This design comes from an exercise in tuning for small area, a short achievable clock period and few clock cycles per item on the open sky130 flow, not from production work. Where RTL was checked, it was by simulation tests only, not by an equivalence proof against the original.

run a:
==> module host_regs, before the edit <==
module host_regs (
   input  logic                  clk_in,
   input  logic                  rst_in,
   input  logic                  host_req,
   input  logic                  host_sel,      
   input  logic [(1 + $clog2(8) + $clog2(16))-1:0] host_addr,
   input  logic [(3 * 3)-1:0]  host_wdata,
   input  logic [$clog2(16)-1:0]  ph,            
   output logic                  host_ack,
   output logic                  wr_en,         
   output logic [$clog2(8):0]    wr_ring,       
   output logic [(3 * 3)-1:0]  wr_data,
   output logic                  pend_v,
   output logic                  ctrl_enable,
   output logic [8-1:0] ctrl_unit
);
   logic [$clog2(16)-1:0] pend_slot;    
   logic [$clog2(16)-1:0] host_slot;
   logic [$clog2(16)-1:0] ph_next;
   logic                 idle_q;       
   logic                 take_ctrl;
   logic                 take_pix;
   assign host_slot = {host_addr[$clog2(16)-2:0], host_addr[$clog2(16)-1]};
   assign ph_next   = ph + 1'b1;
   assign take_ctrl = idle_q && host_req && !host_sel;
   assign take_pix  = idle_q && host_req && host_sel && !pend_v;
   always_ff @(posedge clk_in) begin
      if (rst_in) begin
         host_ack    <= 1'b0;
         idle_q      <= 1'b1;
         ctrl_enable <= 1'b0;
         ctrl_unit   <= {{(8-1){1'b0}}, 1'b1};
      end else begin
         if (!idle_q) begin
            host_ack <= host_req;
            idle_q   <= !host_req;
         end else if (take_ctrl || take_pix) begin
            host_ack <= 1'b1;
            idle_q   <= 1'b0;
         end
         if (take_ctrl) begin
            ctrl_enable <= host_wdata[0];
            ctrl_unit   <= host_wdata[(8 + 1)-1:1];
         end
      end
   end
   always_ff @(posedge clk_in) begin
      pend_v <= take_pix || (pend_v && !wr_en);
      wr_en  <= take_pix ? (host_slot == ph_next)
                         : (pend_v && !wr_en && (pend_slot == ph_next));
      if (idle_q && !pend_v) begin
         pend_slot <= host_slot;
         wr_ring   <= host_addr[(1 + $clog2(8) + $clog2(16))-1:$clog2(16)];
         wr_data   <= host_wdata;
      end
   end
endmodule
==> module hub75_output, before the edit <==
module hub75_output (
   input  logic                  clk_in,
   input  logic                  rst_in,
   input  logic                  lat_load_n,   
   input  logic [1:0]            lat_plane,
   input  logic [8-1:0] unit,
   output logic                  lit_free,
   output logic                  led_output_enable
);
   logic [(8 + 3 - 1)-1:0] disp_cnt;
   logic [8-1:0] unit_n;
   logic [8-1:0] unit_q;
   logic [8-1:0] unit_l;
   logic                  lit_n;       
   assign unit_n   = (unit == '0) ? {{(8-1){1'b0}}, 1'b1} : unit;
   assign unit_l   = (lat_plane == 2'd0) ? unit_n : unit_q;
   assign lit_free = lit_n || (disp_cnt == (8 + 3 - 1)'(1));
   always_ff @(posedge clk_in) begin
      if (rst_in) begin
         led_output_enable <= 1'b1;
         lit_n             <= 1'b1;
      end else if (!lat_load_n) begin
         led_output_enable <= 1'b0;
         lit_n             <= 1'b0;
      end else if (disp_cnt == (8 + 3 - 1)'(1)) begin
         led_output_enable <= 1'b1;
         lit_n             <= 1'b1;
      end
   end
   always_ff @(posedge clk_in) begin
      if (!lat_load_n) begin
         disp_cnt <= {{(3-1){1'b0}}, unit_l} << lat_plane;
         if (lat_plane == 2'd0) unit_q <= unit_n;
      end else begin
         disp_cnt <= disp_cnt - 1'b1;
      end
   end
endmodule
Settings: LEC_CHECK=0, CAP_MARGIN=20, CORE_MARGIN=2, CORE_UTILIZATION=50, CTS_BUF_LIST=sky130_fd_sc_hd__clkbuf_16, CTS_CLUSTER_DIAMETER=100, CTS_CLUSTER_SIZE=30, SETUP_SLACK_MARGIN=5, SLEW_MARGIN=20, TNS_END_PERCENT=100; clock period 8.0 ns.
standard.sh (not shown) runs the stock make flow with config.mk's settings and CLKGATE_MAP_FILE= SYNTH_SCRIPT=/design/flow/synth_recipe.tcl, a recipe that flattens the netlist after the stock synthesis.
==> flow/flow/run.sh <==
#!/bin/bash
set -euo pipefail
KNOBS="SETUP_SLACK_MARGIN=5.4 MATCH_CELL_FOOTPRINT=0"
bash standard.sh $KNOBS place > make_place.log 2>&1
PLACE_ODB=orfs/results/sky130hd/pov_panel_top/base/3_place.odb \
  openroad -no_init -exit flow/pin_flops.tcl > pin_flops.log 2>&1
bash standard.sh $KNOBS finish > make_finish.log 2>&1
==> flow/flow/pin_flops.tcl <==
# Move the flip-flop behind each output port's buffer next to that buffer,
# then legalise. Reads and rewrites the placed database named in PLACE_ODB.
read_db $::env(PLACE_ODB)
set block [ord::get_db_block]
set moved 0
foreach bterm [$block getBTerms] {
  if {[$bterm getIoType] ne "OUTPUT"} { continue }
  set net [$bterm getNet]
  set buf ""
  foreach it [$net getITerms] {
    if {[$it isOutputSignal]} { set buf [$it getInst] }
  }
  if {$buf eq ""} { continue }
  set in_net ""
  foreach it [$buf getITerms] {
    if {[$it isInputSignal] && [$it getNet] ne "NULL"} { set in_net [$it getNet] }
  }
  if {$in_net eq ""} { continue }
  set ff ""
  foreach it [$in_net getITerms] {
    if {[$it isOutputSignal]} { set ff [$it getInst] }
  }
  if {$ff eq ""} { continue }
  set mname [[$ff getMaster] getName]
  if {![string match "sky130_fd_sc_hd__*df*" $mname]} { continue }
  lassign [$buf getLocation] bx by
  $ff setLocation $bx $by
  $ff setPlacementStatus PLACED
  incr moved
  puts "moved [$ff getName] ($mname) to the buffer of [$bterm getName] at $bx $by"
}
puts "moved $moved flip-flops"
detailed_placement
check_placement -verbose
write_db $::env(PLACE_ODB)
Per the final summary, run a finished and its layout is clean on timing, DRC and antenna.
Testbench counts of run a, summed over its fixed seeds: cycles 18,708, lines 192.
[inputs] run b vs run a
-- flow/design.v --
<<< run a, line 32
         ctrl_unit   <= {{(8-1){1'b0}}, 1'b1};
      end else begin
         if (!idle_q) begin
            host_ack <= host_req;
            idle_q   <= !host_req;
         end else if (take_ctrl || take_pix) begin
            host_ack <= 1'b1;
            idle_q   <= 1'b0;
         end
         if (take_ctrl) begin
>>> run b, line 32
         ctrl_unit   <= {{(8-1){1'b0}}, 1'b1};
      end else begin
         host_ack <= idle_q ? (take_ctrl || take_pix) : host_req;
         if (!idle_q) begin
            idle_q <= !host_req;
         end else if (take_ctrl || take_pix) begin
            idle_q <= 1'b0;
         end
         if (take_ctrl) begin
<<< run a, line 210
   logic [8-1:0] unit_q;
   logic [8-1:0] unit_l;
   logic                  lit_n;       
   assign unit_n   = (unit == '0) ? {{(8-1){1'b0}}, 1'b1} : unit;
   assign unit_l   = (lat_plane == 2'd0) ? unit_n : unit_q;
   assign lit_free = lit_n || (disp_cnt == (8 + 3 - 1)'(1));
   always_ff @(posedge clk_in) begin
      if (rst_in) begin
         led_output_enable <= 1'b1;
         lit_n             <= 1'b1;
      end else if (!lat_load_n) begin
         led_output_enable <= 1'b0;
         lit_n             <= 1'b0;
      end else if (disp_cnt == (8 + 3 - 1)'(1)) begin
         led_output_enable <= 1'b1;
         lit_n             <= 1'b1;
      end
   end
>>> run b, line 209
   logic [8-1:0] unit_q;
   logic [8-1:0] unit_l;
   logic                  lit_q;       
   assign unit_n   = (unit == '0) ? {{(8-1){1'b0}}, 1'b1} : unit;
   assign unit_l   = (lat_plane == 2'd0) ? unit_n : unit_q;
   assign lit_free = !lit_q || (disp_cnt == (8 + 3 - 1)'(1));
   always_ff @(posedge clk_in) begin
      if (rst_in) begin
         led_output_enable <= 1'b1;
         lit_q             <= 1'b0;
      end else begin
         led_output_enable <= lat_load_n && (!lit_q || disp_cnt == (8 + 3 - 1)'(1));
         lit_q             <= !lat_load_n || (lit_q && disp_cnt != (8 + 3 - 1)'(1));
      end
   end
Findings:
Achievable clock frequency delta for run b relative to run a: 1.1% lower
Area after detailed placement across run b and run a: no real change.
Total instance count after detailed placement delta (run a -> run b): insignificant
Looking at final critical-path required period, run b sits 0.030 ns higher than run a does.
The setup slack of run b falls short of that of run a by 0.030 ns.
NOTE non-clock buffer count run a->run b decreased by more than 10%
The sequential share of layout area was comparable across run b and run a.
In run b, met1 usage in global routing is higher than in run a.
Routed wirelength normalized by instance count for run b is higher than for run a.
The RTL of run b was laid out without a check of its function.

==> separate check: timing with driven ports <==
The results above use ideal ports. As a check the final layouts listed here were re-extracted and re-timed, cells and wires unchanged.
Step 1 assumes that a clkbuf_16 drives the clock port and a buf_2 every other input.
Step 2 adds t to the input delays and takes it off the output delays; t is the mean of the earliest and latest rising clock arrival at the registers after step 1. Input paths then give back, and output paths get back, about the clock's delay inside the block.
a / b / c = no drivers / after step 1 / after step 2; a / b = the first two.
run	shift t [ns]	setup slack, ns	hold WS [ns]	slew at the worst register clock pin (ns)	worst data-port slew with drivers (ns)
run a	0.722	5.276 / 5.212 / 4.966	0.313 / 0.313 / 0.313	0.12 / 0.12	0.03
run b	0.760	5.246 / 5.178 / 4.932	0.315 / 0.315 / 0.315	0.11 / 0.11	0.05
After both steps every run listed still meets setup and hold. The setup slack of run b, which loses most, moves by -0.068 ns with the drivers and by -0.314 ns with both steps.
